Source: an optimization exercise on an open RTL-to-GDS flow (aim: small area). Production flows keep margins and buffers that such runs may drop.
Where RTL was checked, it was by simulation tests only, not by an equivalence proof against the original.
No functional check of the RTL was part of run 5.
Power and IR drop assume default switching activity.

===== design/flow/flow/run.sh =====
#!/bin/bash
# Standard layout (standard.sh, unchanged synthesis) with two changes:
#  - port buffers are plain buf_1 cells instead of the delay buffers
#    buffer_ports picks by default;
#  - clock tree built from clkbuf_4 with small sink clusters and no dummy
#    loads.
# standard.sh's full output goes to standard_flow.log; each ORFS step also
# writes its own log under orfs/logs.
set -euo pipefail
export BUFFER_PORTS_ARGS="-buffer_cell sky130_fd_sc_hd__buf_1"
export CTS_ARGS="-sink_clustering_enable -repair_clock_nets -dont_use_dummy_load -buf_list {sky130_fd_sc_hd__clkbuf_4} -sink_clustering_size 8 -sink_clustering_max_diameter 40"
bash standard.sh > standard_flow.log 2>&1

===== design/flow/standard.sh =====
#!/bin/bash
# synth_recipe.tcl (not shown) runs the flow's synth.tcl, then flattens the netlist and writes it again
# the make line also repeats each setting of config.mk as NAME=value (left out here)
make -C /OpenROAD-flow-scripts/flow DESIGN_CONFIG=/design/flow/config.mk WORK_HOME=/design/flow/orfs CLKGATE_MAP_FILE= SYNTH_SCRIPT=/design/flow/synth_recipe.tcl "${@:-finish}"

===== design/flow/config.mk =====
export PLATFORM = sky130hd
export DESIGN_NAME = pe_debug_top
export DESIGN_NICKNAME = pe_debug_top
export VERILOG_FILES = /design/flow/design.v
export SDC_FILE = /design/flow/constraint.sdc
export NUM_CORES = 4
export LEC_CHECK = 0
export CAP_MARGIN = 20
export CORE_MARGIN = 2
export CORE_UTILIZATION = 40
export SLEW_MARGIN = 20

===== design/flow/constraint.sdc =====
create_clock -name core_clock -period 5.0 [get_ports {i_clk}]
set_input_delay 1.0000 -clock core_clock [delete_from_list [all_inputs] [get_ports {i_clk}]]
set_output_delay 1.0000 -clock core_clock [all_outputs]
set_load 0.01 [all_outputs]

===== design/flow/design.v =====
`timescale 1ns/10ps
package dbg_pkg;
  localparam int NUM_PE  = 3;
  localparam int NUM_CNT = 11;
  typedef logic [19:0]       bus_addr_t;
  typedef logic [31:0]       bus_data_t;
  typedef logic [31:0]       cnt_t;
  typedef logic [3:0]        region_t;
  typedef logic [2:0]        offset_t;
  typedef logic [5:0]        reg_id_t;
  typedef logic [8:0]        pe_irq_t;
  typedef logic [3:0]        ready_t;
  typedef logic [3:0]        state_nib_t;
  typedef logic [6:0]        usedw7_t;
  typedef logic [29:0]       usedw30_t;
  typedef logic [NUM_PE-1:0] pe_vec_t;
  localparam region_t REGION_IRQ  = 4'd6;
  localparam region_t REGION_PKT  = 4'd7;
  localparam region_t REGION_DMA  = 4'd8;
  localparam region_t REGION_CORE = 4'd10;
  localparam logic [3:0] CNT_RX_TOTAL = 4'd0;
  localparam logic [3:0] CNT_RX_DMA   = 4'd1;
  localparam logic [3:0] CNT_RX_DRA   = 4'd2;
  localparam logic [3:0] CNT_RX_CONF  = 4'd3;
  localparam logic [3:0] CNT_MUX_DRA  = 4'd4;
  localparam logic [3:0] CNT_MUX_DMA  = 4'd5;
  localparam logic [3:0] CNT_MUX_CONF = 4'd6;
  localparam logic [3:0] CNT_DIST_PE0 = 4'd7;
  localparam logic [3:0] CNT_DIST_PE1 = 4'd8;
  localparam logic [3:0] CNT_DIST_PE2 = 4'd9;
  typedef enum logic [1:0] {
    IDLE,
    PROBE_WAIT,
    RESP_ACK,
    WAIT_END
  } bus_state_e;
endpackage
`timescale 1ns/10ps
`timescale 1ns/10ps
`timescale 1ns/10ps
`timescale 1ns/10ps
`timescale 1ns/10ps
module pe_debug_top (
  input  logic                i_clk,
  input  logic                i_rst_n,
  input  logic                i_cs,
  input  logic                i_wr_rd,
  input  dbg_pkg::bus_addr_t  i_addr,
  input  dbg_pkg::bus_data_t  i_wdata,
  output logic                o_ack_n,
  output dbg_pkg::bus_data_t  o_rdata,
  input  dbg_pkg::ready_t     i_rx_inc,
  input  logic                i_mux_inc_dra,
  input  logic                i_mux_inc_dma,
  input  logic                i_mux_inc_conf,
  input  dbg_pkg::pe_vec_t    i_dist_inc,
  input  dbg_pkg::ready_t     i_peri_ready,
  input  dbg_pkg::pe_irq_t    i_pe_irq0,
  input  dbg_pkg::pe_irq_t    i_pe_irq1,
  input  dbg_pkg::pe_irq_t    i_pe_irq2,
  input  dbg_pkg::state_nib_t i_mux_state,
  input  dbg_pkg::usedw7_t    i_usedw_dma,
  input  dbg_pkg::usedw7_t    i_usedw_dra,
  input  dbg_pkg::usedw7_t    i_usedw_conf,
  input  logic                i_dist_state,
  input  dbg_pkg::state_nib_t i_out_state,
  input  dbg_pkg::pe_vec_t    i_dma_alf,
  input  dbg_pkg::usedw30_t   i_usedw_dmawr,
  input  dbg_pkg::usedw30_t   i_usedw_pbufrd,
  input  dbg_pkg::bus_data_t  i_pe_reg_value0,
  input  dbg_pkg::bus_data_t  i_pe_reg_value1,
  input  dbg_pkg::bus_data_t  i_pe_reg_value2,
  input  dbg_pkg::bus_data_t  i_pc0,
  input  dbg_pkg::bus_data_t  i_pc1,
  input  dbg_pkg::bus_data_t  i_pc2,
  output dbg_pkg::reg_id_t    o_pe_reg_id0,
  output dbg_pkg::reg_id_t    o_pe_reg_id1,
  output dbg_pkg::reg_id_t    o_pe_reg_id2
);
  localparam int NC = 10;
  localparam int LW = 4;
  localparam int UW = 32 - LW;
  logic [2:0] st_q;
  logic       ack_q;      
  logic       idle;
  logic       accept;
  dbg_pkg::region_t region;
  dbg_pkg::offset_t off;
  logic             is_core;
  assign region  = i_addr[19:16];
  assign off     = i_addr[2:0];
  assign is_core = (region == dbg_pkg::REGION_CORE);
  assign idle    = (st_q == 3'd0) && !ack_q;
  assign accept  = idle && !i_cs;
  always_ff @(posedge i_clk or negedge i_rst_n) begin
    if (!i_rst_n) begin
      st_q  <= 3'd0;
      ack_q <= 1'b0;
    end else begin
      case (st_q)
        3'd0: begin
          if (accept) st_q <= (is_core && !i_wr_rd) ? 3'd1 : 3'd4;
          if (ack_q && i_cs) ack_q <= 1'b0;
        end
        3'd4: begin
          st_q  <= 3'd0;
          ack_q <= 1'b1;
        end
        default: st_q <= st_q + 3'd1;
      endcase
    end
  end
  assign o_ack_n = !ack_q;
  dbg_pkg::reg_id_t reg_id_q;
  always_ff @(posedge i_clk or negedge i_rst_n) begin
    if (!i_rst_n) begin
      reg_id_q <= '0;
    end else if (accept && is_core && !i_wr_rd) begin
      reg_id_q <= i_addr[13:8];
    end
  end
  assign o_pe_reg_id0 = reg_id_q;
  assign o_pe_reg_id1 = reg_id_q;
  assign o_pe_reg_id2 = reg_id_q;
  logic [NC-1:0] asel;       
  logic [3:0]    aidx;       
  logic [NC-1:0] ev;
  logic [NC-1:0] wr;         
  logic          is_cnt;     
  logic          wen;        
  logic [NC-1:0] pos_sel;    
  logic [NC-1:0] rd_sel;
  logic [NC-1:0] wplace;     
  logic [NC-1:0] at9;        
  logic [NC-1:0] up_wr;      
  logic [LW-1:0] lo_q [NC];
  logic [UW-1:0] ring_q [NC];
  logic [NC-1:0] pend_q;
  logic [NC-1:0] vld_q;
  logic [NC-1:0] ph_q;
  logic          cnt_q;      
  logic          fix_q;      
  logic          ans;        
  logic [LW-1:0] m_lo;
  logic          m_pend;
  logic          m_vld;
  logic [UW-1:0] m_up;
  logic          s_pend;
  logic          s_vld;
  logic [UW-1:0] s_up;
  assign ev = {i_dist_inc, i_mux_inc_conf, i_mux_inc_dma, i_mux_inc_dra, i_rx_inc};
  always_comb begin
    asel = '0;
    aidx = 4'd0;
    if (region == dbg_pkg::REGION_PKT) begin
      case (off)
        3'd6:    ;
        3'd7:    begin asel[6] = 1'b1; aidx = 4'd6; end
        default: begin asel[off] = 1'b1; aidx = {1'b0, off}; end
      endcase
    end else if (region == dbg_pkg::REGION_DMA) begin
      case (off)
        3'd0: begin asel[7] = 1'b1; aidx = 4'd7; end
        3'd1: begin asel[8] = 1'b1; aidx = 4'd8; end
        3'd2: begin asel[9] = 1'b1; aidx = 4'd9; end
        default: ;
      endcase
    end
  end
  assign is_cnt = (asel != '0);
  assign ans    = (st_q == 3'd4) && cnt_q;
  assign wr     = (accept && i_wr_rd) ? asel : '0;
  assign wen    = (accept || ans) && i_wr_rd && is_cnt;
  always_ff @(posedge i_clk or negedge i_rst_n) begin
    if (!i_rst_n) begin
      ph_q <= NC'(1);
    end else begin
      ph_q <= {ph_q[NC-2:0], ph_q[NC-1]};
    end
  end
  always_comb begin
    for (int p = 0; p < NC; p++) begin
      pos_sel[p] = 1'b0;
      for (int c = 0; c < NC; c++) begin
        pos_sel[p] = pos_sel[p] | (asel[c] & ph_q[(p - c + NC) % NC]);
      end
      at9[p] = ph_q[NC - 1 - p];
    end
  end
  always_comb begin
    wplace = '0;
    for (int p = 1; p < NC; p += 2) begin
      wplace[p] = wen && pos_sel[p-1];
    end
  end
  assign up_wr = (wen && (pos_sel[0] | pos_sel[2] | pos_sel[4] | pos_sel[6] | pos_sel[8])) ? asel : '0;
  assign rd_sel = pos_sel & {NC{m_vld}};
  always_comb begin
    m_lo   = '0;
    m_pend = 1'b0;
    m_vld  = 1'b0;
    s_pend = 1'b0;
    s_vld  = 1'b0;
    m_up   = '0;
    for (int k = 0; k < NC; k++) begin
      m_lo   = m_lo   | (lo_q[k] & {LW{asel[k]}});
      m_pend = m_pend | (pend_q[k] & asel[k]);
      m_vld  = m_vld  | (vld_q[k] & asel[k]);
      s_pend = s_pend | (pend_q[k] & at9[k]);
      s_vld  = s_vld  | (vld_q[k] & at9[k]);
      m_up   = m_up   | (ring_q[k] & {UW{rd_sel[k]}});
    end
  end
  assign s_up = (ring_q[NC-1] & {UW{s_vld}}) + UW'(s_pend);
  always_ff @(posedge i_clk) begin
    ring_q[0] <= s_up;
    for (int p = 1; p < NC; p++) begin
      ring_q[p] <= wplace[p] ? i_wdata[31:LW] : ring_q[p-1];
    end
  end
  always_ff @(posedge i_clk) begin
    cnt_q <= is_cnt;
    fix_q <= m_pend;
  end
  for (genvar k = 0; k < NC; k++) begin : g_cnt
    always_ff @(posedge i_clk or negedge i_rst_n) begin
      if (!i_rst_n) begin
        lo_q[k]   <= '0;
        pend_q[k] <= 1'b0;
        vld_q[k]  <= 1'b0;
      end else begin
        if (wr[k]) begin
          lo_q[k] <= i_wdata[LW-1:0];
        end else if (ev[k]) begin
          lo_q[k] <= lo_q[k] + LW'(1);
        end
        pend_q[k] <= !wr[k] && ((ev[k] && (&lo_q[k])) || (pend_q[k] && !at9[k]));
        if (at9[k] || up_wr[k]) begin
          vld_q[k] <= 1'b1;
        end
      end
    end
  end
  logic s_irq, s_r7_6, s_cnt, s_r8_3, s_r8_6, s_r8_7, s_probe;
  logic [5:0] s_pe;
  dbg_pkg::bus_data_t word;
  assign s_irq   = (region == dbg_pkg::REGION_IRQ);
  assign s_r7_6  = (region == dbg_pkg::REGION_PKT) && (off == 3'd6);
  assign s_r8_3  = (region == dbg_pkg::REGION_DMA) && (off == 3'd3);
  assign s_r8_6  = (region == dbg_pkg::REGION_DMA) && (off == 3'd6);
  assign s_r8_7  = (region == dbg_pkg::REGION_DMA) && (off == 3'd7);
  assign s_probe = is_core && !i_wr_rd;
  assign s_pe[0] = s_probe && (off == 3'd0);
  assign s_pe[1] = s_probe && (off == 3'd1);
  assign s_pe[2] = s_probe && (off == 3'd2);
  assign s_pe[3] = s_probe && (off == 3'd4);
  assign s_pe[4] = s_probe && (off == 3'd5);
  assign s_pe[5] = s_probe && (off == 3'd6);
  assign word = ({32{s_irq}}  & {11'b0, i_peri_ready, i_pe_irq0, i_pe_irq1, i_pe_irq2}) |
                ({32{s_r7_6}} & {4'b0, i_mux_state, 1'b0, i_usedw_dma,
                                 1'b0, i_usedw_dra, 1'b0, i_usedw_conf}) |
                {m_up, m_lo} |
                ({32{s_r8_3}} & {15'b0, i_dist_state, 4'b0, i_out_state, 5'b0, i_dma_alf}) |
                ({32{s_r8_6}} & {2'b0, i_usedw_dmawr}) |
                ({32{s_r8_7}} & {2'b0, i_usedw_pbufrd}) |
                ({32{s_pe[0]}} & i_pe_reg_value0) |
                ({32{s_pe[1]}} & i_pe_reg_value1) |
                ({32{s_pe[2]}} & i_pe_reg_value2) |
                ({32{s_pe[3]}} & i_pc0) |
                ({32{s_pe[4]}} & i_pc1) |
                ({32{s_pe[5]}} & i_pc2);
  always_ff @(posedge i_clk) begin
    if (idle || st_q == 3'd2) begin
      o_rdata <= word;
    end else if (ans && fix_q) begin
      o_rdata[31:LW] <= o_rdata[31:LW] + UW'(1);
    end
  end
endmodule

==> summary.txt, run 1 <==
Run status
The flow ran to the end and the layout has no timing, DRC or antenna violations.

Timing
Setup total negative slack on the finished layout was measured at 0 ns. The setup violation total in the final timing report is 0. The total count of max-transition violations in the final report is 0. The hold violation total from the final report was 0.

The transition at the pin with the smallest max-transition slack is ~1.2 ns. On the final layout, the worst clock skew is 0.0970 ns. The worst path uses 84.5% of the clock period.

The tightest hold path in the finished design has a slack of 0.292 ns. Setup repair after global routing left no endpoint under its margin. The clock period could shrink to 4.23 ns. The achievable clock frequency is 0.237 GHz.

In this run the tightest slew margin relative to its limit is roughly a fifth.

Route
The count of nets left with antenna violations once routing finished came out at 0. The final wirelength is 78.5 mm. The starting DRC count in detailed routing is 1907.

The first TritonRoute pass finished after 8 iterations. The final route contains 17400 vias. After detailed routing, the number of vias per cell comes to around 6.3. The post-detailed-route DRC marker count is 0. The routed wire length per instance is 28.2 um.

Place
The count of buffers inserted at the top-level ports is 425. In this run, placement finished with an instance count of 2704. In this run the cell area measured after placement is 0.0208 mm2.

The final weighted congestion of routability-driven global placement is ~1.0. Once detailed placement completed, the half-perimeter wirelength came to 57.3 mm.

Critical path
The worst setup path is captured at a flop. The critical path contains buffers and inverters numbering 4 combined. Traced cell by cell, the critical path runs through buf_1 -> inv_1 -> ha_1 -> ha_1 -> clkinv_1 -> a32o_1 -> a221o_1 -> a2111oi_4 -> a31oi_2 -> buf_4 -> a22o_1 -> a221oi_1 -> a32oi_1. Data on the critical path is required at its endpoint by between 5 and 6 ns.

The critical path is of the input pin to flop type. The sort of element at the start of the critical path is an input pin. On the critical path, the stage with the largest delay is an instance of sky130_fd_sc_hd__a2111oi_4. The stage delay of the slowest cell on the critical path is 0.99 ns. In this design, the largest share of critical-path delay is due to compound AO/OA/AOI/OAI gates. The cell repeated most along the worst path is sky130_fd_sc_hd__ha_1. The highest net fanout along the worst path is 10. STA puts the critical path data arrival time at 4.66 ns.

CTS
The number of buffers inserted for hold repair after clock tree synthesis is 0. The number of buffers between clock root and the deepest sink is 3. The sink count of the clock tree is 394. Clock latency on the worst-skew pair, taken at its later pin, is 0.77 ns. TritonCTS built the clock tree. The buffer count from post-CTS setup fixing is 0. The clock tree synthesis step divided the H-tree into 3 levels.

The number of CTS-inserted buffers is 67. In this run, post-CTS repair resized a total of 0 instances. After clock tree synthesis, the clock-pin slew on the worst setup and hold paths is 0.10 ns. In this run the clock root is driven by a sky130_fd_sc_hd__clkbuf_4.

GRT
Global routing consumed, over all layers together, 32.6% of the routing resources. The global routing met2 resource utilization is 52.0%. The global routing stage identified its most utilized layer as met2.

The fraction of met3 tracks used by global routing is about 6.4%. The first global-routing pass estimated 113 mm of wire. The maximum number of pins on one net before global-route repair is 48. The number of antenna violations at the first check in global routing is 6. The via count of the first global-routing pass is about 17000. The met1 usage in global routing is 42.1%.

After global routing the overflow that remains totals 0.

Power
Net switching is 36.3% of the power. Summed over all cells, the static leakage comes to roughly 7.7 nW. The total net switching power is roughly 3.0 mW. The overall power of the completed layout is 8.23 mW. The clock group share of total power is 20.6%. Internal power comes to 5.24 mW. The sequential fraction of design power is 50.5%. In this run, the combinational gates consume 28.9% of the power.

The total power per unit cell area is 386 mW/mm2. VDD sags by at most 0.176 mV.

Cells and area
In the final layout, flip-flops and latches occupy 0.00861 mm2. Compared with the post-synthesis result, the final layout area differs by 17.7%. The multi-input combinational cell area is between 0.008 and 0.009 mm2. Once layout is done, the placed cells without fillers occupy around 0.021 mm2.

The post-route netlist has 15.5% of its cells at a drive strength greater than 1. The filler cells instantiated in the layout total 4271. At the end of the flow, the number of nets in the layout was 2586.

The number of standard cells in the layout, taps in and fillers out is 2778.

Yosys
The synthesis-stage register bit count is 394. When the netlist entered floorplanning its net count stood at 2135. The count of mapped cells out of synthesis is 1730. In the synthesized netlist the async set-or-reset flop fraction comes to 20.3%. The flip-flop cell with the highest count after synthesis is sky130_fd_sc_hd__dfxtp_1.

Counting flops with a built-in enable in the synthesized netlist gives 32. Synthesis instantiated 73 different standard cells from the library. The count of warnings emitted by yosys is 3.

For this run, the register share of the synthesized area comes to 47.5%. A synthesized cell averages 10.5 um2. The netlist area before placement is 0.0181 mm2.

Die
The initial core utilization is 40.8%. During I/O placement, the number of pins put on the boundary was 433. The die outline width is approximately 220 um.

In this run the core area contains 77 standard-cell rows. The height of the die is 217 um. The die outline area is approximately 0.047 mm2. The floorplan step defined a core boundary enclosing between 0.04 and 0.05 mm2.

Flow run
The number of max-cap violations is 0.

Hold path
The class of the tightest hold or removal check is flop to flop.
## per-stage QoR
stage               setup WS, ns  util (%)
global placement           0.164      46.8
detailed placement         0.115      46.8
CTS                        0.884      48.0
finish                     0.774      48.0
floorplan                  0.423         -
global route               0.635      48.0
## synthesized netlist by cell type, types with 7 or more instances
| library cell | instances | share of area (%) |
|---|---|---|
| sky130_fd_sc_hd__mux2_2 | 148 | 9.2 |
| sky130_fd_sc_hd__inv_1 | 20 | 0.41 |
| sky130_fd_sc_hd__a31oi_1 | 11 | 0.38 |
| sky130_fd_sc_hd__dfrtp_1 | 79 | 11 |
| sky130_fd_sc_hd__nand4_1 | 38 | 1.3 |
| sky130_fd_sc_hd__nand2_1 | 89 | 1.8 |
| sky130_fd_sc_hd__a41oi_1 | 10 | 0.48 |
| sky130_fd_sc_hd__nor2b_1 | 19 | 0.66 |
| sky130_fd_sc_hd__or3_1 | 8 | 0.28 |
| sky130_fd_sc_hd__a22oi_1 | 161 | 6.7 |
| sky130_fd_sc_hd__o21ai_0 | 15 | 0.41 |
| sky130_fd_sc_hd__nand3_1 | 48 | 1.3 |
| sky130_fd_sc_hd__a221o_1 | 22 | 1.2 |
| sky130_fd_sc_hd__buf_2 | 26 | 0.72 |
| sky130_fd_sc_hd__a221oi_1 | 40 | 1.9 |
| sky130_fd_sc_hd__buf_4 | 12 | 0.50 |
| sky130_fd_sc_hd__a22o_1 | 24 | 1.2 |
| sky130_fd_sc_hd__nor3_1 | 9 | 0.25 |
| sky130_fd_sc_hd__o211ai_1 | 8 | 0.33 |
| sky130_fd_sc_hd__a222oi_1 | 56 | 3.1 |
| sky130_fd_sc_hd__ha_1 | 23 | 1.6 |
| sky130_fd_sc_hd__mux2i_1 | 10 | 0.55 |
| sky130_fd_sc_hd__and2_1 | 7 | 0.24 |
| sky130_fd_sc_hd__buf_1 | 10 | 0.21 |
| sky130_fd_sc_hd__a211o_1 | 12 | 0.58 |
| sky130_fd_sc_hd__dfxtp_1 | 282 | 31 |
| sky130_fd_sc_hd__and3_1 | 45 | 1.6 |
| sky130_fd_sc_hd__clkbuf_1 | 81 | 1.7 |
| sky130_fd_sc_hd__a32oi_1 | 31 | 1.5 |
| sky130_fd_sc_hd__edfxtp_1 | 32 | 5.3 |
| sky130_fd_sc_hd__xor2_1 | 46 | 2.2 |
| sky130_fd_sc_hd__a211oi_1 | 8 | 0.33 |
| sky130_fd_sc_hd__xnor2_1 | 28 | 1.4 |
| sky130_fd_sc_hd__a21oi_1 | 95 | 2.6 |
| sky130_fd_sc_hd__nor2_1 | 98 | 2.0 |
## power by group through the flow
stage          Clock (mW)  Combinational [mW]  Sequential (mW)
4_1_cts              1.73                2.37             4.14
6_report             1.69                2.38             4.15
3_3_place_gp            0                2.33             4.20
2_1_floorplan           0                1.31             4.13
5_1_grt              1.86                2.57             4.20
3_5_place_dp            0                2.36             4.21
## per-layer routing
metal,vias up,share of wire (%),wire (um)
met5,-,0,0
met4,0,5.0,3960
met3,162,9.6,7560
met2,1056,46,35800
met1,8597,40,31100
li1,7630,-,-
## sequential cells by signal, summed over array words and instances (netlist names)
name and flops:
ph_q 10, cnt_q 1, pend_q 10, reg_id_q 6, lo_q 40, o_rdata 32
st_q 3, vld_q 10, ring_q 280, ack_q 1, fix_q 1
## cells by family after synthesis
family | synth area share (%)
buffers and inverters | 3.66
AO/OA/AOI/OAI | 22.8
flip-flops | 47.5
adder cells (fa/ha/maj) | 1.59
XOR/XNOR | 3.58
multiplexers | 9.75
AND/OR/NAND/NOR | 11.1
## cell type report
class	instances	share of cell area, %
Timing Repair Buffer	513	11.4
Tap cell	592	3.47
Clock buffer	67	2.36
Inverter	21	0.370
Multi-Input combinational cell	1184	41.9
Antenna cell	7	0.0821
Sequential cell	394	40.4
## worst paths after layout
| check | from | end | slack [ns] | cells after the start |
|---|---|---|---|---|
| min in group asynchronous | i_rst_n | lo_q[5][3] | 0.35 | 1 |
| worst max register to register | ph_q[5] | ring_q[0][26] | 1.40 | 11 |
| max in group asynchronous | i_rst_n | lo_q[1][0] | 3.68 | 2 |
| worst max-delay path | i_addr[0] | o_rdata[4] | 0.77 | 13 |
| worst min-delay path | ring_q[7][23] | ring_q[8][23] | 0.29 | 0 |
| worst min register to register | ring_q[7][23] | ring_q[8][23] | 0.29 | 0 |
## cell usage in the layout, fill, tap and decap left out, drive strengths merged, types with 14 or more instances in the layout
cell type,n
a32oi,31
clkbuf,68
nor2b,19
xnor2,28
nor2,102
a222oi,56
dfrtp,79
o21ai,16
a22oi,161
and3,45
mux2,148
buf,512
xor2,46
nand2,89
a221oi,41
inv,20
nand4,38
a31oi,14
nand3,48
edfxtp,32
ha,23
a221o,22
a22o,24
a21oi,95
dfxtp,282
==> inputs of run 2 (changes only) <==
--- a/design/flow/config.mk
+++ b/design/flow/config.mk
@@ -8,4 +8,4 @@
 export CAP_MARGIN = 20
 export CORE_MARGIN = 2
-export CORE_UTILIZATION = 40
+export CORE_UTILIZATION = 60
 export SLEW_MARGIN = 20
==> run 2 against run 1 <==
Compared with the run above: design area is 2.1% lower; still clean; sequential power hardly changed; sequential share of layout area is 0.85 points higher; utilization is 22 points higher; critical endpoint is now o_rdata[19]; power is 2.3% lower; worst setup slack worse by 0.042 ns.
==> summary.txt, run 2 <==
Run status
The flow ran to the end and the layout has no timing, DRC or antenna violations.

CTS
After clock tree synthesis, the clock-pin slew on the worst setup and hold paths is around 0.090 ns. The H-tree depth is 2. Hold repair after CTS inserted 0 buffers.

The number of instances resized during post-cts repair is 0. The tree is rooted in a sky130_fd_sc_hd__clkbuf_4. The number of buffers between clock root and the deepest sink is 3. In this run, CTS created clock tree buffers numbering 58. The buffer count from post-CTS setup fixing is 0.

The sink count of the clock tree is 394. For the worst-skew pair, the clock arrives at the later sink with an insertion delay of 0.73 ns. The clock tree from TritonCTS is done.

Route
After detailed routing, the total wire length is 70.7 mm. The first TritonRoute pass finished after 7 iterations. The post-detailed-route via-to-cell ratio is 6.95.

The starting DRC count in detailed routing is 2746. The routed wire length per instance is 27.7 um. In this run the remaining antenna-violating nets after routing total 0. In the routed design, unresolved DRC markers number 0. The routed layout has 17800 vias.

Timing
The clock period could shrink to 4.27 ns. The hold violation total from the final report is 0. The worst-case headroom to the max-slew limit is 23.1%.

Setup violations remaining at the end of the flow were counted as 0. Derived from the worst setup path, the maximum achievable clock frequency is between 0.2 and 0.25 GHz. The final sum of negative setup slack is 0 ns. Setup repair after global routing left no endpoint under its margin. For the final database, setup skew stands at 0.0813 ns. The total count of max-transition violations in the final report is 0. The worst hold margin is 0.202 ns. At the pin with the least slew margin, the transition time is 1.15 ns. The share of the clock period used by the worst path is ~85%.

Yosys
By count the netlist is led by sky130_fd_sc_hd__dfxtp_1 (282), sky130_fd_sc_hd__a22oi_1 (161), sky130_fd_sc_hd__mux2_2 (148), sky130_fd_sc_hd__nor2_1 (98), sky130_fd_sc_hd__a21oi_1 (95). For this run, the leading register cell type out of synthesis is sky130_fd_sc_hd__dfxtp_1. The mapped netlist covers 0.0181 mm2.

Synthesis produced a netlist whose cell count is roughly 1700. The most common cell in the netlist is sky130_fd_sc_hd__dfxtp_1. In the post-synthesis netlist, the biggest area contributors are sky130_fd_sc_hd__dfxtp_1 (31%), sky130_fd_sc_hd__dfrtp_1 (11%), sky130_fd_sc_hd__mux2_2 (9.2%). In the synthesized netlist the async set-or-reset flop fraction comes to between 20% and 30%. The share of synthesized area occupied by flip-flops and latches is between 40% and 50%. The synthesized netlist net count is 2135. The post-synthesis area per instance is around 10 um2. The number of enable flip-flop cells after synthesis is 32. The Yosys step of the flow raised 3 warnings. Yosys mapped the design onto 73 distinct sky130hd cell types. The share of Yosys cell area claimed by the top area cell type is approximately 31%. The synthesis-stage register bit count is between 300 and 400. The largest area contributor in the netlist is sky130_fd_sc_hd__dfxtp_1.

Power
The overall power of the completed layout is 8.04 mW. The total power per unit cell area is 385 mW/mm2. The analysis attributes to cell leakage a power of 7.61 nW. VDD sags by at most between 0.2 and 0.25 mV.

Die
The core region area is 0.0297 mm2. The floorplan has 63 rows. In this run the vertical extent of the chip is 178 um. The initial core utilization is between 60% and 70%.

The die outline width is roughly 180 um. The floorplan step defined a die boundary enclosing 0.0316 mm2. The number of placed I/O pins is 433.

GRT
The first-pass GRT wire length is about 100 mm. The number of antenna violations at the first check in global routing is 13. Entering global routing, the biggest net connects 63 pins. The total global-route track usage is 43.5%. The remaining global-route overflow is 0. The via count of the first global-routing pass was 17300.

Critical path
The highest net fanout along the worst path is 28. The data arrival time of the critical path is 4.72 ns. The critical path required time is 5.45 ns.

The worst setup path is of the input pin to flop kind. The worst setup path is launched from an input pin. The endpoint type of the worst setup path is a flop.

Cells and area
The ratio of cells with drive above 1 in the final layout is approximately 15%. The number of flip-flops in the largest register is 280. The growth of design area from synthesis to finish is 15.3%. More flip-flops sit in one register than any other, and that register is ring_q. The area of all placed cells without fillers is about 0.021 mm2. The library cells used most frequently in the layout, excluding fill and tap cells, are sky130_fd_sc_hd__buf_1 (424), sky130_fd_sc_hd__dfxtp_1 (282), sky130_fd_sc_hd__a22oi_1 (161), sky130_fd_sc_hd__mux2_2 (148), sky130_fd_sc_hd__a21oi_1 (95). Leaving out fill and tap cells, the most frequent cell in the layout is sky130_fd_sc_hd__buf_1. The final layout contains between 2000 and 3000 nets. The largest registers in the layout are ring_q: 280 flops, lo_q: 40 flops, o_rdata: 32 flops. At the end of the flow the core is filled with cells to 70.3%. The layout has 2340 filler cells.

Place
The area of placed instances is 0.0204 mm2. The final weighted congestion of routability-driven global placement is 1.01. The placed wire-length estimate is 49.9 mm. The count of buffers inserted at the top-level ports is about 430.

Hold path
The class of the tightest hold or removal check is input pin to asynchronous set/reset pin.

Flow run
Max-cap violations in this run came to 0.
run 2: cells by family (layout without fill, tap and decap cells):
logic type | Yosys count | after routing | synth area share [%]
compound gates | 531 | 531 | 22.8
simple gates | 398 | 398 | 11.1
flops | 394 | 394 | 47.5
mux | 158 | 158 | 9.75
buf+inv | 152 | 577 | 3.66
xor+xnor | 74 | 74 | 3.58
fa+ha+maj | 23 | 23 | 1.59
other cells | 0 | 11 | 0
run 2: routing by layer:
metal  vias to the layer above  global-route usage, %  wire [um]
li1                       7598                      -          -
met4                         2                   27.9       4570
met5                         -                      0         11
met3                       262                   10.5       8640
met2                      1413                   67.0      31400
met1                      8487                   54.7      26100
run 2: layout make-up:
| class | count | area [um2] | share of cell area (%) |
|---|---|---|---|
| diodes | 11 | 27.5 | 0.132 |
| clock buffers | 58 | 435 | 2.08 |
| inverters | 21 | 78.8 | 0.377 |
| multi-input cells | 1184 | 8920 | 42.7 |
| flip-flops and latches | 394 | 8610 | 41.2 |
| well taps | 390 | 488 | 2.34 |
| repair buffers | 498 | 2320 | 11.1 |
run 2: path summary, 6_finish.rpt:
| path | from | end | slack (ns) | depth (start not counted) |
|---|---|---|---|---|
| max | i_addr[0] | o_rdata[19] | 0.73 | 13 |
| min | i_rst_n | vld_q[9] | 0.20 | 1 |
| max reg2reg | st_q[0] | o_rdata[25] | 1.32 | 10 |
| min reg2reg | ring_q[5][1] | ring_q[6][1] | 0.33 | 0 |
| max in group asynchronous | i_rst_n | lo_q[3][0] | 3.64 | 2 |
| min in group core_clock | ring_q[5][1] | ring_q[6][1] | 0.33 | 0 |
run 2: critical path, cell delays in order:
cell                        delay (ns)
sky130_fd_sc_hd__buf_1            0.21
sky130_fd_sc_hd__inv_1            0.10
sky130_fd_sc_hd__ha_1             0.25
sky130_fd_sc_hd__ha_1             0.35
sky130_fd_sc_hd__clkinv_1         0.16
sky130_fd_sc_hd__a32o_1           0.27
sky130_fd_sc_hd__a221o_1          0.36
sky130_fd_sc_hd__a2111oi_4        0.96
sky130_fd_sc_hd__a31oi_2          0.12
sky130_fd_sc_hd__buf_12           0.25
sky130_fd_sc_hd__a222oi_1         0.38
sky130_fd_sc_hd__and3_1           0.21
sky130_fd_sc_hd__a32oi_1          0.09
run 2: metrics by stage:
stage / instances / setup slack, ns
final: 2556 / 0.731
after global routing: 2555 / 0.511
after CTS: 2545 / 0.813
after detailed placement: 2487 / 0.0509
after global placement: 2487 / 0.132
after floorplan: 1730 / 0.423
run 2: report_power, final:
part / switching (mW) / internal (mW)
Clock: 1.03 / 0.528
Sequential: 0.477 / 3.69
Combinational: 1.39 / 0.928
==> inputs of run 3 (changes only) <==
--- a/design/flow/config.mk
+++ b/design/flow/config.mk
@@ -8,4 +8,4 @@
 export CAP_MARGIN = 20
 export CORE_MARGIN = 2
-export CORE_UTILIZATION = 60
+export CORE_UTILIZATION = 70
 export SLEW_MARGIN = 20
==> run 3 against run 2 <==
Compared with the run above: final cell count down 2.4%; critical path type unchanged; critical endpoint is now ring_q[7][1]; global-route usage up 9.1 points; clock skew up 0.050 ns; register-to-register slack worse by 0.17 ns; highest routed layer unchanged.
==> summary.txt, run 3 <==
Critical path
By instance count, the cell type seen most on the critical path is sky130_fd_sc_hd__buf_4. Of all nets on the critical path, the largest fanout is 28. In this run the critical register-to-register path is captured at ring_q[0][26]. Data arrives at the worst endpoint at 4.75 ns. In this run the register-to-register setup slack is 1.15 ns.

By startpoint and endpoint, the worst setup path is classified as input pin to flop. The stage delay of the slowest cell on the critical path is about 0.5 ns. The source of the worst register-to-register timing path is ph_q[4]. The kind of cell with the highest combined delay on the critical path is buffers and inverters.

The worst setup path is captured at a flop. The slowest stage of the critical path belongs to the cell sky130_fd_sc_hd__buf_4. The critical path required time is 5.54 ns. Counting both buffers and inverters, the worst setup path holds a total of 6. The sort of element at the start of the critical path is an input pin. Traced cell by cell, the critical path runs through buf_1 -> inv_1 -> ha_1 -> ha_1 -> clkinv_1 -> buf_4 -> o2111ai_1 -> nand2_1 -> buf_4 -> nor4_1 -> nand3_1 -> o211ai_1 -> or2_2 -> buf_4 -> mux2_2.

The path depth of the worst reg2reg path is 12.

Die
Row generation in the floorplan step produced 58 rows. For this configuration, the core starts out at a cell density of roughly 72%. The die covers 0.0272 mm2. The number of placed I/O pins is 433. The core region area is 0.0253 mm2.

The die outline width is approximately 160 um. The height of the die is 165 um.

GRT
The number of antenna violations at the first check in global routing came to 11. Across every metal layer, demand over resource in global routing totals 52.6%. The first global-routing pass estimated 106 mm of wire. Summed over all layers, the global routing overflow is 0. The via count of the first global-routing pass is 18200. Entering global routing, the biggest net connects 51 pins.

CTS
The clock passes through at most 3 buffers. After clock tree synthesis, the setup repair step added 0 buffers. The root buffer cell chosen for the clock tree is sky130_fd_sc_hd__clkbuf_4. The clock tree from TritonCTS is done. The clock net in this run drives a total of 394 sinks. The number of clock buffers added by TritonCTS is 58. In this run, post-CTS repair resized a total of 0 instances.

The clock tree synthesis step divided the H-tree into 2 levels. The clock-pin slew on the worst setup and hold paths is 0.09 ns. After clock tree synthesis, the flow added hold-fix buffers numbering 0. The clock latency on the worst-skew pair is 0.79 ns.

Power
The total power per unit cell area is 390 mW/mm2. The maximum ir drop on the vdd rail is 0.360 mV. For this design the static power due to leakage is 7.60 nW.

Route
For this run, design rule violations remaining after detail routing come to 0. The first routing iteration left 3599 violations. The total number of vias is roughly 19000. Dividing the detail-routed wire length by the instance count gives 29.2 um. The first detailed-routing pass took 10 iterations. The routed design has around 73 mm of wire.

Once detail routing completed, the nets flagged for antenna violations numbered 0. The post-detailed-route via-to-cell ratio is 7.51.

Cells and area
The number of flip-flops in the largest register is 280. The library cells used most frequently in the layout, excluding fill and tap cells, are sky130_fd_sc_hd__buf_1 (424), sky130_fd_sc_hd__dfxtp_1 (282), sky130_fd_sc_hd__a22oi_1 (161), sky130_fd_sc_hd__mux2_2 (148), sky130_fd_sc_hd__a21oi_1 (95). In the final layout, the registers with the most flip-flops are ring_q: 280 flops, lo_q: 40 flops, o_rdata: 32 flops. The register bank with the most flops is ring_q. The end-of-flow core utilization is 82.0%. The number of nets in the finished design is 2563. The leading cell type in the layout, fill and taps excluded is sky130_fd_sc_hd__buf_1. The ratio of cells with drive above 1 in the final layout is ~15%. The area of all placed cells without fillers is 0.0208 mm2.

Relative to the synthesized area, the layout overhead comes to 14.6%.

Yosys
The netlist area before placement is 0.0181 mm2. The share of flip-flops with an asynchronous set or reset after synthesis is 20.3%. For this run, the leading register cell type out of synthesis is sky130_fd_sc_hd__dfxtp_1. The share of synthesized area occupied by flip-flops and latches is between 40 and 50%.

The synthesized design contains approximately 390 register bits. A synthesized cell averages 10.5 um2. Sorting the synthesized cells by area gives the leading types as sky130_fd_sc_hd__dfxtp_1 (31%), sky130_fd_sc_hd__dfrtp_1 (11%), sky130_fd_sc_hd__mux2_2 (9.2%).

The share of Yosys cell area claimed by the top area cell type is between 30% and 40%. Counting every instance in the synthesized netlist gives 1730. The count of warnings emitted by yosys is 3. The number of enable flip-flop cells after synthesis is 32. The most common cell in the netlist is sky130_fd_sc_hd__dfxtp_1. The synthesized netlist net count is 2135.

Yosys mapped the design onto 73 distinct sky130hd cell types. After synthesis, the most frequently instantiated cells are sky130_fd_sc_hd__dfxtp_1 (282), sky130_fd_sc_hd__a22oi_1 (161), sky130_fd_sc_hd__mux2_2 (148), sky130_fd_sc_hd__nor2_1 (98), sky130_fd_sc_hd__a21oi_1 (95). The biggest area contributor in the post-synthesis netlist is sky130_fd_sc_hd__dfxtp_1.

Timing
The transition at the pin with the smallest max-transition slack is 1.07 ns. The final critical delay including setup and external delays is 4.21 ns. The setup clock skew after layout is 0.131 ns.

The total count of max-transition violations in the final report is 0. The final sum of negative setup slack is 0 ns. The share of the clock period used by the worst path is 84.2%.

The setup violation total in the final timing report is 0. Headroom to the max-slew limit came out at 28.4%. Setup repair after global routing left no endpoint under its margin. The hold violation total from the final report was 0. Derived from the worst setup path, the maximum achievable clock frequency is 0.238 GHz.

Flow run
Max-cap violations in this run came to 0.

Place
The final weighted congestion of routability-driven global placement is around 1.0. In this run the cell area measured after placement is between 0.02 and 0.025 mm2. Detailed placement finished with a half-perimeter wire length of around 50 mm. The count of buffers inserted at the top-level ports is 425.

Hold path
The min-delay analysis places its worst path in the category input pin to asynchronous set/reset pin.

Run status
The run finished with no timing, DRC or antenna violations.
-- run 3: logic make-up after synthesis --
logic type	share of synthesized area [%]
AND/OR/NAND/NOR	11.1
XOR/XNOR	3.58
multiplexers	9.75
buffers and inverters	3.66
AO/OA/AOI/OAI	22.8
adder cells (fa/ha/maj)	1.59
flip-flops	47.5
-- run 3: worst max path at each step --
| stage | slack (ns) | start | depth (start not counted) | to |
|---|---|---|---|---|
| 3_3_place_gp | 0.32 | i_addr[0] | 15 | ring_q[5][27] |
| 5_1_grt | 0.64 | i_addr[1] | 15 | ring_q[7][1] |
| 4_1_cts | 0.99 | i_addr[0] | 15 | ring_q[7][1] |
| 2_1_floorplan | 0.42 | i_addr[2] | 14 | o_rdata[21] |
| 6_report | 0.79 | i_addr[0] | 15 | ring_q[7][1] |
| 3_5_place_dp | 0.32 | i_addr[0] | 15 | ring_q[5][23] |
-- run 3: cell type report --
cell class              instances  area [um2]
multi-input cells            1184        8930
flip-flops and latches        394        8610
fillers                      1498        4560
repair buffers                499        2280
clock buffers                  58         435
well taps                     330         413
inverters                      21        78.8
diodes                          9        22.5
-- run 3: per-stage QoR --
stage / total power [mW] / cells / hold WS [ns] / setup slack (ns)
2_1_floorplan: 5.44 / 1730 / 0.330 / 0.423
3_3_place_gp: 6.30 / 2428 / 0.332 / 0.316
3_5_place_dp: 6.43 / 2428 / 0.335 / 0.324
4_1_cts: 7.94 / 2486 / 0.270 / 0.988
5_1_grt: 8.38 / 2491 / 0.267 / 0.636
6_report: 8.11 / 2495 / 0.280 / 0.790
-- run 3: power by group --
part / internal [mW] / switching, mW / total, mW
Sequential: 3.69 / 0.484 / 4.17
Combinational: 0.915 / 1.45 / 2.36
Clock: 0.528 / 1.05 / 1.58
Total: 5.13 / 2.98 / 8.11
-- run 3: metal layers --
metal	global-route usage (%)	vias to the layer above	share of wire, %
met1	62.9	8668	33
met5	1.52	-	0.15
met4	38.2	10	8.6
li1	-	7579	-
met3	21.9	502	17
met2	75.9	1979	42
==> inputs of run 4 (changes only) <==
--- a/design/flow/flow/run.sh
+++ b/design/flow/flow/run.sh
@@ -9,4 +9,4 @@
 set -euo pipefail
 export BUFFER_PORTS_ARGS="-buffer_cell sky130_fd_sc_hd__buf_1"
-export CTS_ARGS="-sink_clustering_enable -repair_clock_nets -dont_use_dummy_load -buf_list {sky130_fd_sc_hd__clkbuf_4} -sink_clustering_size 8 -sink_clustering_max_diameter 40"
+export CTS_ARGS="-sink_clustering_enable -repair_clock_nets -dont_use_dummy_load -buf_list {sky130_fd_sc_hd__clkbuf_4} -sink_clustering_size 10 -sink_clustering_max_diameter 40"
 bash standard.sh > standard_flow.log 2>&1
--- a/design/flow/config.mk
+++ b/design/flow/config.mk
@@ -8,4 +8,4 @@
 export CAP_MARGIN = 20
 export CORE_MARGIN = 2
-export CORE_UTILIZATION = 70
+export CORE_UTILIZATION = 60
 export SLEW_MARGIN = 20
==> run 4 against run 3 <==
Compared with the run above: area after synthesis unchanged; critical endpoint is now o_rdata[4]; register-to-register slack better by 0.20 ns; critical path depth down 2; clock skew up 0.021 ns; fmax down 2.9%; sequential power about the same; highest routed layer is now met4; global-route usage down 9.2 points; final cell count up 2.1%; sequential share of layout area down 0.12 points.
==> summary.txt, run 4 <==
Yosys
The adder and majority gate portion of the synthesized area is 1.59%. The share of flip-flops with an asynchronous set or reset after synthesis is 20.3%. The largest area contributor in the netlist is sky130_fd_sc_hd__dfxtp_1. The share of synthesized area occupied by flip-flops and latches is 47.5%.

The count of warnings emitted by yosys is 3. The number of distinct library cells after synthesis is 73. Multiplexer cells account for 9.75% of the synthesized area.

The share of Yosys cell area claimed by the top area cell type is a little under a third. After Yosys synthesis, XOR and XNOR cells account for 3.58% of the synthesized area. The area fraction in compound gates after synthesis is 22.8%. The count of mapped cells out of synthesis is 1730. By count the netlist is led by sky130_fd_sc_hd__dfxtp_1 (282), sky130_fd_sc_hd__a22oi_1 (161), sky130_fd_sc_hd__mux2_2 (148), sky130_fd_sc_hd__nor2_1 (98), sky130_fd_sc_hd__a21oi_1 (95). The synthesis-stage register bit count is 394. After synthesis, the largest family of logic cells by area is compound AO/OA/AOI/OAI gates. The flip-flop cell with the highest count after synthesis is sky130_fd_sc_hd__dfxtp_1. The most common cell in the netlist is sky130_fd_sc_hd__dfxtp_1. Each instance of the synthesized netlist takes up on average about 10 um2. By area the synthesized netlist is led by sky130_fd_sc_hd__dfxtp_1 (31%), sky130_fd_sc_hd__dfrtp_1 (11%), sky130_fd_sc_hd__mux2_2 (9.2%). The simple-gate portion of the synthesized area is 11.1%.

The synthesized netlist net count is 2135. The netlist area before placement is 0.0181 mm2. The number of enable flip-flop cells after synthesis is 32.

Hold path
The min-delay analysis places its worst path in the category input pin to asynchronous set/reset pin.

Power
The switching fraction of total power is around 36%. The maximum ir drop on the vdd rail is 0.210 mV. The total net switching power is 2.88 mW.

In this run, the combinational gates consume 29.2% of the power. The leakage power total is 7.57 nW. The cell-internal power is just over 5 mW. The total power per unit cell area is roughly 380 mW/mm2.

The sequential fraction of design power is 52.4%. The clock group share of total power is 18.4%.

Critical path
Traced cell by cell, the critical path runs through buf_1 -> inv_1 -> ha_1 -> ha_1 -> clkinv_1 -> a32o_1 -> a221o_1 -> a2111oi_4 -> nor2_4 -> buf_12 -> a211o_1 -> a221oi_2 -> a32oi_1. The worst setup path is of the input pin to flop kind. The startpoint identified for the worst register-to-register timing path is st_q[0]. The sort of element at the start of the critical path is an input pin.

The most critical setup path has its startpoint at i_addr[0]. Counting stages on the worst path, the most repeated cell is sky130_fd_sc_hd__ha_1. The endpoint type of the worst setup path is a flop. The library cell contributing the largest single delay on the critical path is sky130_fd_sc_hd__a2111oi_4.

The sum of buffers and inverters on the critical path is 4. Data on the critical path is required at its endpoint by 5.35 ns. In this design, the stage delay of the slowest critical-path cell is 0.99 ns. The highest net fanout along the worst path is 26. The kind of cell with the highest combined delay on the critical path is compound AO/OA/AOI/OAI gates. The data arrival time of the critical path is approximately 4.7 ns.

CTS
The clock latency on the worst-skew pair is 0.77 ns. The clock tree from TritonCTS is done. After clock tree synthesis, the clock-pin slew on the worst setup and hold paths is 0.09 ns. Buffers inserted during clock tree synthesis total 50.

The H-tree was split into 2 levels. The number of hold buffers added after CTS was 0. Once the clock tree was built, the resizer swapped 0 gates to a different size.

Counting every sink on the clock net gives 394. No sink is reached through more buffers than the 3 on the longest clock path. The number of setup buffers added after CTS is 0.

The clock root buffer is sky130_fd_sc_hd__clkbuf_4.

Die
Measured along the y axis, the die boundary spans 178 um. The number of standard-cell rows in the floorplan is 63. The core region area is 0.0297 mm2. The die outline width is 178 um. The number of placed I/O pins is ~430. The die outline area is 0.0316 mm2. The initial core utilization is around three fifths.

Place
Detailed placement finished with a half-perimeter wire length of 49.9 mm. At the end of routability-driven placement, the weighted congestion stood at 1.01. The count of buffers inserted at the top-level ports is 425. The number of placed instances with taps included is 2487.

After detailed placement, the total cell area comes to approximately 0.020 mm2.

Timing
Measured against its own limit, the worst slew margin works out to 22.8%. The share of the clock period used by the worst path is 86.7%. At the pin with the least slew margin, the transition time is 1.15 ns.

Static timing analysis puts the maximum clock frequency at 0.231 GHz. The final critical delay including setup and external delays is around 4.3 ns. The total count of max-transition violations in the final report is 0. The setup clock skew after layout is 0.153 ns. The setup violation total in the final timing report is 0. Setup repair after global routing left no endpoint under its margin. The final sum of negative setup slack is 0 ns. The hold violation total from the final report was 0.

GRT
The via count of the first global-routing pass was between 15000 and 20000. The remaining global-route overflow is 0. Entering global routing, the biggest net connects 63 pins. The number of antenna violations at the first check in global routing came to 10. The total global-route track usage is 43.4%.

The first-pass GRT wire length is 102 mm.

Route
The first routing iteration left between 2000 and 3000 violations. The remaining number of nets flagged by the antenna check after routing is 0. The routed wire length per instance is 27.8 um. For this run, design rule violations remaining after detail routing come to 0. Summed over all layers, the routed wires come to 70.7 mm.

Dividing the detail-routed via count by the number of cells gives a little under 7. Detailed routing inserted a total of 17700 vias. The iteration count of the initial detailed-routing pass is 10.

Cells and area
For this run, the number of standard cells in the final layout without fillers is about 2500. From synthesis to final layout, the design area changed by 15.0%. The number of flip-flops in the largest register is 280. The post-route netlist has 14.3% of its cells at a drive strength greater than 1. The register bank with the most flops is ring_q.

The library cells used most frequently in the layout, excluding fill and tap cells, are sky130_fd_sc_hd__buf_1 (424), sky130_fd_sc_hd__dfxtp_1 (282), sky130_fd_sc_hd__a22oi_1 (161), sky130_fd_sc_hd__mux2_2 (148), sky130_fd_sc_hd__a21oi_1 (95). In the final layout, the registers with the most flip-flops are ring_q: 280 flops, lo_q: 40 flops, o_rdata: 32 flops. After routing the design area is 0.0208 mm2. Leaving out fill and tap cells, the most frequent cell in the layout is sky130_fd_sc_hd__buf_1. For this run, the post-layout net count is 2554.

Run status
The flow ran to the end and the layout has no timing, DRC or antenna violations.

Flow run
The number of max-cap violations is 0.
[run 4: path summary, 6_finish.rpt]
| kind | end | slack, ns | cells past startpoint |
|---|---|---|---|
| worst max-delay path | o_rdata[4] | 0.67 | 13 |
| worst min-delay path | vld_q[9] | 0.23 | 1 |
| worst min register to register | ring_q[2][25] | 0.28 | 0 |
| worst max register to register | o_rdata[25] | 1.35 | 10 |
| max in group asynchronous | lo_q[9][3] | 3.61 | 2 |
| min in group core_clock | ring_q[2][25] | 0.28 | 0 |
[run 4: cells by family after synthesis]
logic type                 Yosys count
xor gates and xnor gates            74
adders and majority gates           23
DFF                                394
and+or+nand+nor                    398
buffers and inverters              152
muxes                              158
AOI/OAI and AO/OA                  531
[run 4: metrics by stage]
| step | hold slack [ns] | setup slack (ns) | util [%] | power, mW |
|---|---|---|---|---|
| after detailed placement | 0.337 | 0.0509 | 68.7 | 6.46 |
| after global placement | 0.333 | 0.132 | 68.7 | 6.38 |
| final | 0.227 | 0.665 | 70.1 | 7.95 |
| after CTS | 0.194 | 0.772 | 70.0 | 7.88 |
| after floorplan | 0.330 | 0.423 | - | 5.44 |
| after global routing | 0.216 | 0.472 | 70.1 | 8.27 |
[run 4: power by group through the flow]
| stage | combinational, mW | clock (mW) | sequential, mW |
|---|---|---|---|
| 2_1_floorplan | 1.31 | 0 | 4.13 |
| 5_1_grt | 2.49 | 1.58 | 4.20 |
| 3_3_place_gp | 2.19 | 0 | 4.19 |
| 6_report | 2.32 | 1.47 | 4.17 |
| 3_5_place_dp | 2.25 | 0 | 4.21 |
| 4_1_cts | 2.26 | 1.47 | 4.14 |
[run 4: final cells by class]
class	instances	area [um2]
Antenna cell	10	25.0
Clock buffer	50	375
Fill cell	2357	8890
Inverter	21	78.8
Multi-Input combinational cell	1184	8920
Sequential cell	394	8610
Tap cell	390	488
Timing Repair Buffer	498	2320
[run 4: worst reg2reg max path: stages (launching register included)]
cell and delay (ns):
sky130_fd_sc_hd__dfrtp_1 0.42, sky130_fd_sc_hd__inv_1 0.09, sky130_fd_sc_hd__ha_1 0.30, sky130_fd_sc_hd__nand2b_1 0.09, sky130_fd_sc_hd__a21o_2 0.54, sky130_fd_sc_hd__a221o_1 0.48, sky130_fd_sc_hd__a221oi_1 0.86, sky130_fd_sc_hd__nand4_1 0.24
sky130_fd_sc_hd__a21oi_1 0.21, sky130_fd_sc_hd__and3_1 0.18, sky130_fd_sc_hd__a32oi_1 0.08
[run 4: per-layer routing]
| metal | global-route usage [%] | vias up | share of wire [%] |
|---|---|---|---|
| met3 | 10.2 | 254 | 12 |
| met4 | 28.6 | 0 | 6.9 |
| met2 | 66.3 | 1462 | 44 |
| li1 | - | 7573 | - |
| met1 | 54.8 | 8446 | 37 |
| met5 | 0 | - | 0 |
==> inputs of run 5 (changes only) <==
--- a/design/flow/design.v
+++ b/design/flow/design.v
@@ -129,5 +129,7 @@
   logic          is_cnt;     
   logic          wen;        
-  logic [NC-1:0] pos_sel;    
+  logic [4:0]    pos_sum;
+  logic [3:0]    pos;        
+  logic [NC-1:0] pos_sel;
   logic [NC-1:0] rd_sel;
   logic [NC-1:0] wplace;     
@@ -138,5 +140,5 @@
   logic [NC-1:0] pend_q;
   logic [NC-1:0] vld_q;
-  logic [NC-1:0] ph_q;
+  logic [3:0]    ph_q;
   logic          cnt_q;      
   logic          fix_q;      
@@ -174,16 +176,15 @@
   always_ff @(posedge i_clk or negedge i_rst_n) begin
     if (!i_rst_n) begin
-      ph_q <= NC'(1);
+      ph_q <= '0;
     end else begin
-      ph_q <= {ph_q[NC-2:0], ph_q[NC-1]};
-    end
-  end
+      ph_q <= (ph_q >= 4'(NC - 1)) ? '0 : ph_q + 4'd1;
+    end
+  end
+  assign pos_sum = {1'b0, aidx} + {1'b0, ph_q};
+  assign pos     = (pos_sum >= 5'(NC)) ? 4'(pos_sum - 5'(NC)) : pos_sum[3:0];
   always_comb begin
     for (int p = 0; p < NC; p++) begin
-      pos_sel[p] = 1'b0;
-      for (int c = 0; c < NC; c++) begin
-        pos_sel[p] = pos_sel[p] | (asel[c] & ph_q[(p - c + NC) % NC]);
-      end
-      at9[p] = ph_q[NC - 1 - p];
+      pos_sel[p] = (pos == 4'(p));
+      at9[p]     = (ph_q == 4'(NC - 1 - p));
     end
   end
@@ -194,5 +195,5 @@
     end
   end
-  assign up_wr = (wen && (pos_sel[0] | pos_sel[2] | pos_sel[4] | pos_sel[6] | pos_sel[8])) ? asel : '0;
+  assign up_wr = (wen && !pos[0]) ? asel : '0;
   assign rd_sel = pos_sel & {NC{m_vld}};
   always_comb begin
--- a/design/flow/flow/run.sh
+++ b/design/flow/flow/run.sh
@@ -9,4 +9,4 @@
 set -euo pipefail
 export BUFFER_PORTS_ARGS="-buffer_cell sky130_fd_sc_hd__buf_1"
-export CTS_ARGS="-sink_clustering_enable -repair_clock_nets -dont_use_dummy_load -buf_list {sky130_fd_sc_hd__clkbuf_4} -sink_clustering_size 10 -sink_clustering_max_diameter 40"
+export CTS_ARGS="-sink_clustering_enable -repair_clock_nets -dont_use_dummy_load -buf_list {sky130_fd_sc_hd__clkbuf_4} -sink_clustering_size 8 -sink_clustering_max_diameter 40"
 bash standard.sh > standard_flow.log 2>&1
--- a/design/flow/config.mk
+++ b/design/flow/config.mk
@@ -8,4 +8,4 @@
 export CAP_MARGIN = 20
 export CORE_MARGIN = 2
-export CORE_UTILIZATION = 60
+export CORE_UTILIZATION = 40
 export SLEW_MARGIN = 20
==> run 5 against run 4 <==
Compared with the run above: still clean; design area rose by 11%; worst hold slack got worse by 0.0052 ns; sequential power rose by 3%; area after synthesis rose by 4.7%; sequential share of layout area fell by 4.6 points; fmax fell by 5.1%; synthesized cell count rose by 7.7%; power rose by 13%; first-iteration DRC count fell by 25%; final cell count rose by 19%; utilization fell by 21 points; largest power group unchanged.
==> summary.txt, run 5 <==
Run status
The run finished with no timing, DRC or antenna violations.

Timing
Setup repair after global routing left no endpoint under its margin. Clock skew on the completed layout was measured at about 0.085 ns. For the pin with the worst max-slew slack, the measured transition is around 1.1 ns.

The setup violation total in the final timing report is 0. In this run the tightest slew margin relative to its limit is 26.7%. The total count of max-transition violations in the final report is 0.

Subtracting the final worst setup slack from the clock period gives 4.57 ns. The achievable clock frequency is 0.219 GHz. The share of the clock period used by the worst path is approximately nine tenths. The hold violation total from the final report is 0.

Critical path
The sum of buffers and inverters on the critical path is 6. STA classifies the critical path endpoint as a flop. The path depth of the worst reg2reg path is 16. On the worst path, the slowest cell contributes a delay of 0.52 ns.

The critical path goes through buf_1 -> inv_1 -> ha_1 -> o21ai_0 -> nand3_1 -> nand3b_1 -> ha_4 -> inv_2 -> fa_2 -> xnor2_2 -> inv_2 -> ha_4 -> inv_1 -> a2111oi_0 -> a221oi_1 -> o311ai_1 -> buf_4 -> nand2b_1 -> nor3_2 -> a2111oi_0 -> a32oi_1. The critical path required time is roughly 5.5 ns. Counting buffers and inverters, the worst setup path is 21 cells deep.

The highest net fanout along the worst path is 5. The data arrival time of the critical path is between 5 and 6 ns. The critical path start-end classification is input pin to flop.

The library cell contributing the largest single delay on the critical path is sky130_fd_sc_hd__a2111oi_0. The worst setup path is launched from an input pin. The kind of cell with the highest combined delay on the critical path is compound AO/OA/AOI/OAI gates.

Place
The wire-length estimate of the detail-placed layout is 64.7 mm. The count of buffers inserted at the top-level ports is between 400 and 500. Including well taps, the total number of placed cells is 2959.

The final weighted congestion of routability-driven global placement is 0.979.

CTS
TritonCTS created 71 clock buffers. The clock-pin slew on the worst setup and hold paths is roughly 0.08 ns. The number of buffers inserted for hold repair after clock tree synthesis is 0.

The number of buffers between clock root and the deepest sink is 3. TritonCTS built the clock tree. The clock latency on the worst-skew pair is 0.79 ns. In this run the post-CTS setup repair buffer count came out at 0. In this run the number of H-tree levels came out at 3. The clock root buffer is sky130_fd_sc_hd__clkbuf_4. The clock drives 388 sinks. The number of instances resized during post-cts repair is 0.

Power
The maximum ir drop on the vdd rail is between 0.15 and 0.2 mV. The leakage power total is between 9 and 10 nW. The part of the total power dissipated in combinational logic is 32.6%. The sequential fraction of design power is 47.9%. The analysis attributes to net switching a power of between 3 and 4 mW. In this run the power density over the cells is 389 mW/mm2. The clock group share of total power is 19.5%. Of the total power, the share spent switching nets is 38.2%. The internal portion of the total power is between 5 and 6 mW.

Cells and area
The leading cell type in the layout, fill and taps excluded is sky130_fd_sc_hd__buf_1. The register with the most flip-flops in the layout has between 200 and 300 of them. After filler insertion, the fill cell instance count of the layout stands at 4528. Once layout is complete, the cells apart from fillers number 3036. The number of nets in the finished design is 2840. The largest registers in the layout are ring_q: 280 flops, lo_q: 40 flops, o_rdata: 32 flops. The register bank with the most flops is ring_q. The library cells used most frequently in the layout, excluding fill and tap cells, are sky130_fd_sc_hd__buf_1 (424), sky130_fd_sc_hd__dfxtp_1 (282), sky130_fd_sc_hd__buf_4 (182), sky130_fd_sc_hd__nand2_1 (144), sky130_fd_sc_hd__mux2_2 (136). Relative to the synthesized area, the layout overhead comes to 21.3%. Cells fill 49.3% of the core in the end.

The ratio of cells with drive above 1 in the final layout is between 10% and 20%.

GRT
Entering global routing, the biggest net connects 49 pins. The via count of the first global-routing pass is 18600. The remaining global-route overflow is 0. The total global-route track usage is 33.4%. The first-pass GRT wire length is roughly 120 mm. The number of antenna violations at the first check in global routing is 6.

Route
The routed wire length per instance is 27.7 um. The iteration count of the initial detailed-routing pass is 21. Wires add up to 84.1 mm.

The total number of vias is 18500. After the first detailed-routing iteration, the DRC count stood at between 2000 and 2500. After detailed routing, the number of vias per cell comes to 6.08. In the routed design, unresolved DRC markers number 0. The remaining number of nets flagged by the antenna check after routing is 0.

Yosys
Sequential elements use 44.6% of the synthesized area. After synthesis, the most frequently instantiated cells are sky130_fd_sc_hd__dfxtp_1 (282), sky130_fd_sc_hd__nand2_1 (145), sky130_fd_sc_hd__mux2_2 (137), sky130_fd_sc_hd__nor2_1 (113), sky130_fd_sc_hd__a21oi_1 (96). Yosys mapped the design onto 90 distinct sky130hd cell types.

When the netlist entered floorplanning its net count stood at 2279. In this run, synthesis inferred 32 flip-flops with an integrated enable. In the post-synthesis netlist, the cell with the most instances is sky130_fd_sc_hd__dfxtp_1.

The flip-flop cell with the highest count after synthesis is sky130_fd_sc_hd__dfxtp_1. Of all flip-flops after synthesis, the portion carrying an async set or reset was 19.1%. In this run the mean area of a mapped cell was between 10 and 15 um2.

The largest total area in the synthesized netlist belongs to sky130_fd_sc_hd__dfxtp_1. The count of mapped cells out of synthesis is 1864. During synthesis, Yosys emitted a total of 3 warnings. The share of Yosys cell area claimed by the top area cell type is 29.8%.

The synthesized netlist occupies a cell area of about 0.019 mm2. Sorting the synthesized cells by area gives the leading types as sky130_fd_sc_hd__dfxtp_1 (30%), sky130_fd_sc_hd__dfrtp_1 (9.8%), sky130_fd_sc_hd__mux2_2 (8.1%). Counting flops and latches in the post-synthesis netlist gives 388.

Die
During I/O placement, the number of pins put on the boundary was 433. From left edge to right edge, the die measures 222 um. For this configuration, the core starts out at a cell density of 40.7%. The height of the die is 222 um.

The die covers 0.0492 mm2. The core region area is 0.0467 mm2. After floorplanning, the core was divided into 79 placement rows.

Hold path
The worst hold path belongs to the class input pin to asynchronous set/reset pin.

Flow run
The number of max-cap violations is 0.
==> run 5: cell types whose count changed in the layout (fill, tap and decap cells not counted), moves of 34 or more <==
cell / change
sky130_fd_sc_hd__buf_4: +123
sky130_fd_sc_hd__mux2i_1: +34
sky130_fd_sc_hd__a22oi_1: -92
sky130_fd_sc_hd__nand3_1: +37
sky130_fd_sc_hd__a222oi_1: -36
sky130_fd_sc_hd__nand2_1: +55
==> run 5: power groups by stage <==
stage | Sequential (mW) | Combinational, mW | Clock (mW)
after global routing | 4.35 | 3.13 | 1.92
after global placement | 4.33 | 2.83 | 0
after CTS | 4.28 | 2.88 | 1.79
after floorplan | 4.22 | 1.59 | 0
final | 4.29 | 2.92 | 1.75
after detailed placement | 4.35 | 2.87 | 0
==> run 5: final cells by class <==
cell class	instances	area, um2	share of cell area, %
diodes	6	15.0	0.0652
inverters	27	101	0.440
well taps	607	759	3.30
repair buffers	620	3230	14.0
multi-input cells	1317	9920	43.1
flip-flops and latches	388	8460	36.8
clock buffers	71	533	2.32
==> run 5: kinds of logic after synthesis <==
family	after synthesis	share of synthesized area (%)
simple gates	512	13.5
buf+inv	159	3.92
fa+ha+maj	33	2.22
xor+xnor	81	3.74
mux	213	13.0
compound gates	478	19.0
flops	388	44.6
==> run 5: final timing paths <==
check                                    from  slack [ns]             to
worst max-delay path                i_addr[0]        0.43    o_rdata[24]
worst min-delay path                  i_rst_n        0.22     lo_q[3][0]
max in group asynchronous             i_rst_n        3.72        ph_q[2]
min in group core_clock         ring_q[1][10]        0.32  ring_q[2][10]
worst max register to register        ph_q[0]        0.75  ring_q[0][23]
worst min register to register  ring_q[1][10]        0.32  ring_q[2][10]
==> run 5: per-stage QoR <==
stage / worst slack (ns) / TNS, ns / instance area [um2] / total power [mW] / hold WS [ns]
5_1_grt: 0.171 / 0 / 23000 / 9.41 / 0.203
3_5_place_dp: -0.286 / -20.25 / 22500 / 7.22 / 0.332
4_1_cts: 0.507 / 0 / 23000 / 8.96 / 0.184
6_report: 0.430 / 0 / 23000 / 8.96 / 0.222
2_1_floorplan: -0.0442 / -0.249 / 19100 / 5.81 / 0.323
3_3_place_gp: -0.283 / -15.68 / 22500 / 7.15 / 0.326
==> run 5: per-layer routing <==
metal	up-vias	routed length, um	track usage [%]
li1	8188	-	-
met1	9041	33700	42.2
met2	1050	38200	52.8
met3	188	7690	8.10
met4	2	4480	18.0
met5	-	11	0

==> port drivers added, routing unchanged <==
Ports are ideal in the flow. The routed layouts listed here were re-timed in OpenROAD.
Step 1 (the two cells are an assumption about what drives the block):
set clk [get_ports {i_clk}]
set_driving_cell -lib_cell sky130_fd_sc_hd__clkbuf_16 $clk
set_driving_cell -lib_cell sky130_fd_sc_hd__buf_2 [delete_from_list [all_inputs] $clk]
Step 2 moves the port delays by t, midway between the first and last clock arrival at a register: inputs arrive t later, outputs are due t later. That takes back most of the time a late clock gives input paths.
Slacks: ideal / step 1 / step 2; pairs: ideal / step 1.
run | t (ns) | slack for setup (ns) | worst setup path at the end | clock arrival spread, ns | worst data-port slew with drivers (ns)
run 1 | 0.780 | 0.774 / 0.782 / 0.001 | input to register | 0.097 / 0.097 | 0.13
run 2 | 0.738 | 0.731 / 0.757 / 0.019 | input to register | 0.081 / 0.081 | 0.14
run 3 | 0.773 | 0.790 / 0.793 / 0.020 | input to register | 0.137 / 0.136 | 0.17
run 4 | 0.736 | 0.665 / 0.690 / -0.046 | input to register | 0.153 / 0.152 | 0.15
run 5 | 0.803 | 0.430 / 0.417 / -0.387 | input to register | 0.096 / 0.097 | 0.15
With both steps, setup timing fails in run 4 and run 5, where it was met with ideal ports. For run 5, which loses most, drivers alone change the setup slack by -0.013 ns; drivers and shift together by -0.817 ns.
